From an optimization exercise on the open Yosys and OpenROAD flow, aimed at small area and a short achievable clock period; shortcuts taken in it are not production practice. The RTL was checked by simulation tests, not by an equivalence proof against the original design.

Setup of wip/nickel:
// fft16
module fft16 (
	input logic clk,
	input logic reset,
	input fft_pkg::sample_t realin,
	input fft_pkg::sample_t imagin,
	input logic startin,
	output fft_pkg::sample_t realout,
	output fft_pkg::sample_t imagout,
	output logic startout
);
==> flow/config.mk <==
export PLATFORM = sky130hd
export DESIGN_NAME = fft16
export DESIGN_NICKNAME = fft16
export VERILOG_FILES = /design/flow/design.v
export SDC_FILE = /design/flow/constraint.sdc
export NUM_CORES = 4
export LEC_CHECK = 0
export CAP_MARGIN = 20
export CORE_MARGIN = 2
export CORE_UTILIZATION = 72
export CTS_CLUSTER_DIAMETER = 100
export CTS_CLUSTER_SIZE = 30
export SLEW_MARGIN = 20
export TNS_END_PERCENT = 30
==> flow/constraint.sdc <==
create_clock -name core_clock -period 11.0 [get_ports {clk}]
set_input_delay 2.2000 -clock core_clock [delete_from_list [all_inputs] [get_ports {clk}]]
set_output_delay 2.2000 -clock core_clock [all_outputs]
set_load 0.01 [all_outputs]
standard.sh (not shown) runs the stock make flow with config.mk's settings and CLKGATE_MAP_FILE= SYNTH_SCRIPT=/design/flow/synth_recipe.tcl, a recipe that flattens the netlist after the stock synthesis.
==> flow/flow/run.sh <==
#!/bin/bash
# Standard layout, with timing repair aiming for more setup slack than the
# clock period needs. Each step's output also goes to orfs/logs.
set -euo pipefail
MARGIN=$(cat flow/margin.txt)
bash standard.sh synth > synth.log 2>&1
bash standard.sh SETUP_SLACK_MARGIN="$MARGIN" finish > layout.log 2>&1
==> flow/flow/margin.txt <==
7.7
wip/nickel | stages: all done | timing, DRC, antenna: all pass
Input-level comparison between wip/juniper and wip/nickel:
- swapping 100 for 150 in CTS_CLUSTER_DIAMETER
- putting PLACE_DENSITY at 0.75 where nothing was set
- swapping 72 for 60 in CORE_UTILIZATION
- swapping 30 for 25 in CTS_CLUSTER_SIZE
- clearing TNS_END_PERCENT, which used to be 30
Findings:
- wip/juniper completed end to end with timing, DRC and antenna clean.
- Going from wip/nickel to wip/juniper, final weighted congestion of routability-driven global placement increased by about 1.5% relative to the old numbers, number of non-clock buffers increased by 20 relative to the old numbers.
- Measured against wip/nickel, the clock buffer count of wip/juniper comes out at 1.16 times the reference value.
- Critical path endpoint = x2_re[20]: wip/nickel; critical path endpoint = startout: wip/juniper
- The start point of the critical path comes out q_ra[0] in one run and startout in the other, namely in wip/nickel and wip/juniper respectively.
- NOTE die area wip/nickel->wip/juniper increased by more than 10%
- Compared with wip/nickel, wip/juniper shows count of filler cells inserted in the layout higher by about 40%.
- Multi-input logic portion of the cell area: wip/juniper lower than wip/nickel
diff inputs: wip/juniper => wip/willow
- changing CORE_UTILIZATION from 60 to 72
- changing CTS_CLUSTER_SIZE from 25 to 30
- removing PLACE_DENSITY (formerly 0.75)
Findings:
The flow did not stop early for wip/willow: all stages ran, and the layout cleared the timing, DRC and antenna checks. Comparing wip/juniper and wip/willow, the higher final instance area is on wip/juniper. Against wip/juniper, wip/willow comes in 0.026 ns higher on worst-case setup margin in the final layout. The capturing element of the worst setup path comes out imagout[7] in one run and startout in the other, namely in wip/willow and wip/juniper respectively. Total of cells resized after clock tree synthesis in wip/willow vs wip/juniper: down 11. wip/willow vs wip/juniper, die area went down by 16%.
### wip/willow -> wip/maple
- changing CORE_UTILIZATION from 72 to 55
- changing CTS_CLUSTER_DIAMETER from 150 to 100
[summary]
Of the two values seen for termination of the worst setup path, imagout[7] was produced by wip/willow and imagout[18] by wip/maple. From wip/willow to wip/maple the numbers moved as follows: headroom to the max-slew limit increased by 7.6 points relative to the old numbers; sum of overflow across all layers after global routing held. Relative to wip/willow, global-route usage has decreased by 6.3 points in wip/maple. wip/maple against wip/willow: part of the cycle the worst path needs climbed 0.51 points, worst-case setup margin in the final layout -0.056 ns, count of port buffers added during placement level, count of clock tree sinks was more or less identical. Initial core utilization, wip/maple and wip/willow: lower on wip/maple. imagout[7] as the launching element of the worst setup path was reported by wip/willow, and imagout[18] by wip/maple. Register-to-register slack: wip/maple vs wip/willow up 0.05 ns.

---

== run A ==
fft16 again, from the RTL that the note above started with.
clock: 11.0 ns
lec_check: 0
cap_margin: 20
core_margin: 2
core_utilization: 72
cts_cluster_diameter: 100
cts_cluster_size: 30
gpl_routability_driven: 0
slew_margin: 20
Scripts as last shown in full above: flow/flow/run.sh, flow/flow/margin.txt
Inputs modified between run A and run B:
- SETUP_SLACK_MARGIN newly set to 5
- GPL_ROUTABILITY_DRIVEN removed (was 0)
==> flow/run.sh (new file) <==
#!/bin/bash
# synth_recipe.tcl (not shown) runs the flow's synth.tcl, then flattens the netlist and writes it again
# the make line also repeats each setting of config.mk as NAME=value (left out here)
make -C /OpenROAD-flow-scripts/flow DESIGN_CONFIG=/design/flow/config.mk WORK_HOME=/design/flow/orfs CLKGATE_MAP_FILE= SYNTH_SCRIPT=/design/flow/synth_recipe.tcl finish
removed: flow/flow/run.sh
removed: flow/flow/margin.txt
removed: flow/standard.sh
Findings:
Fraction of layout instances using a drive strength above 1, run B and run A: higher on run A
A critical path's slowest cell of sky130_fd_sc_hd__dfxtp_2 is what run A shows, while sky130_fd_sc_hd__o31ai_1 belongs to run B.
Run A reports its largest cell class by area as multi-input gates while run B reports sequential cells.
Diff run A..run B | number of clock buffer instances in the layout | unchanged
Overall global routing resource usage essentially unchanged between run B and run A.
Relative area of clock buffers and inverters in the final design: run B > run A
Run B -> run A: synthesized net count flat
Per the comparison of run B with run A, total vias in the final route fell about 1.2%; worst setup slack after layout saw a decrease; share of the final layout cell area in sequential cells up 0.73 points.
### run B -> run C
- clearing SETUP_SLACK_MARGIN, which used to be 5
- putting TNS_END_PERCENT at 60 where nothing was set
==> flow/flow/run.sh (new file) <==
#!/bin/bash
# Standard layout, with timing repair aiming for more setup slack than the
# clock period needs. Each step's output also goes to orfs/logs.
set -euo pipefail
MARGIN=$(cat flow/margin.txt)
bash standard.sh synth > synth.log 2>&1
bash standard.sh SETUP_SLACK_MARGIN="$MARGIN" finish > layout.log 2>&1
==> flow/flow/margin.txt (new file) <==
7.7
==> flow/standard.sh (new file) <==
#!/bin/bash
# synth_recipe.tcl (not shown) runs the flow's synth.tcl, then flattens the netlist and writes it again
# the make line also repeats each setting of config.mk as NAME=value (left out here)
make -C /OpenROAD-flow-scripts/flow DESIGN_CONFIG=/design/flow/config.mk WORK_HOME=/design/flow/orfs CLKGATE_MAP_FILE= SYNTH_SCRIPT=/design/flow/synth_recipe.tcl "${@:-finish}"
removed: flow/run.sh
In run C the worst setup skew after layout turned out 15 ps lower than in run B.
In the metrics for run B and run C, the one carrying the lower minimum clock period after layout is run C.
Between run B and run C, count of non-filler cells in the finished layout is higher for run C, run B comes in under that.
Delta (run C minus run B): non-clock buffer count increased by 87 relative to the old numbers, count of clock-buffer cells in the layout shows an increase of 1.3%, final critical-path share of the clock period moved down.
> inputs changed (run C -> run D)
- TNS_END_PERCENT removed (was 60)
==> flow/flow/margin.txt <==
7.65
Findings:
Run D was carried through to the last stage, and its layout satisfied the timing, DRC and antenna checks.
Looking at average routed wire per standard cell, run D sits about 0.7% lower than run C does.
Run D vs run C — design area dropped 0.31%.

[separate check: timing with driven ports]
Ports are ideal in the flow. The routed layouts listed here were re-timed in OpenROAD.
Step 1 (the two cells are an assumption about what drives the block):
set clk [get_ports {clk}]
set_driving_cell -lib_cell sky130_fd_sc_hd__clkbuf_16 $clk
set_driving_cell -lib_cell sky130_fd_sc_hd__buf_2 [delete_from_list [all_inputs] $clk]
Step 2 moves the port delays by t, midway between the first and last clock arrival at a register: inputs arrive t later, outputs are due t later. That takes back most of the time a late clock gives input paths.
Three values: no drivers, after step 1, after step 2; two values: the first two.
| run | t, ns | slack for setup (ns) | worst setup path at the end | worst register clock-pin slew, ns | worst data-port slew with drivers (ns) |
|---|---|---|---|---|---|
| wip/nickel | 0.769 | 7.609 / 7.554 / 6.998 | input to register | 0.12 / 0.12 | 0.08 |
| wip/juniper | 0.778 | 7.618 / 7.548 / 7.217 | input to register | 0.10 / 0.10 | 0.06 |
| wip/willow | 0.764 | 7.644 / 7.573 / 7.439 | input to register | 0.12 / 0.12 | 0.08 |
| wip/maple | 0.772 | 7.588 / 7.518 / 7.427 | input to register | 0.12 / 0.12 | 0.07 |
| run A | 0.764 | 7.620 / 7.548 / 7.366 | input to register | 0.12 / 0.12 | 0.08 |
| run B | 0.777 | 7.111 / 7.108 / 7.026 | input to register | 0.12 / 0.12 | 0.07 |
| run C | 0.766 | 7.611 / 7.555 / 7.384 | input to register | 0.12 / 0.12 | 0.08 |
| run D | 0.765 | 7.628 / 7.558 / 7.377 | input to register | 0.12 / 0.12 | 0.08 |
After both steps every run listed still meets setup and hold. For wip/nickel, which loses most, drivers alone change the setup slack by -0.055 ns; drivers and shift together by -0.611 ns.
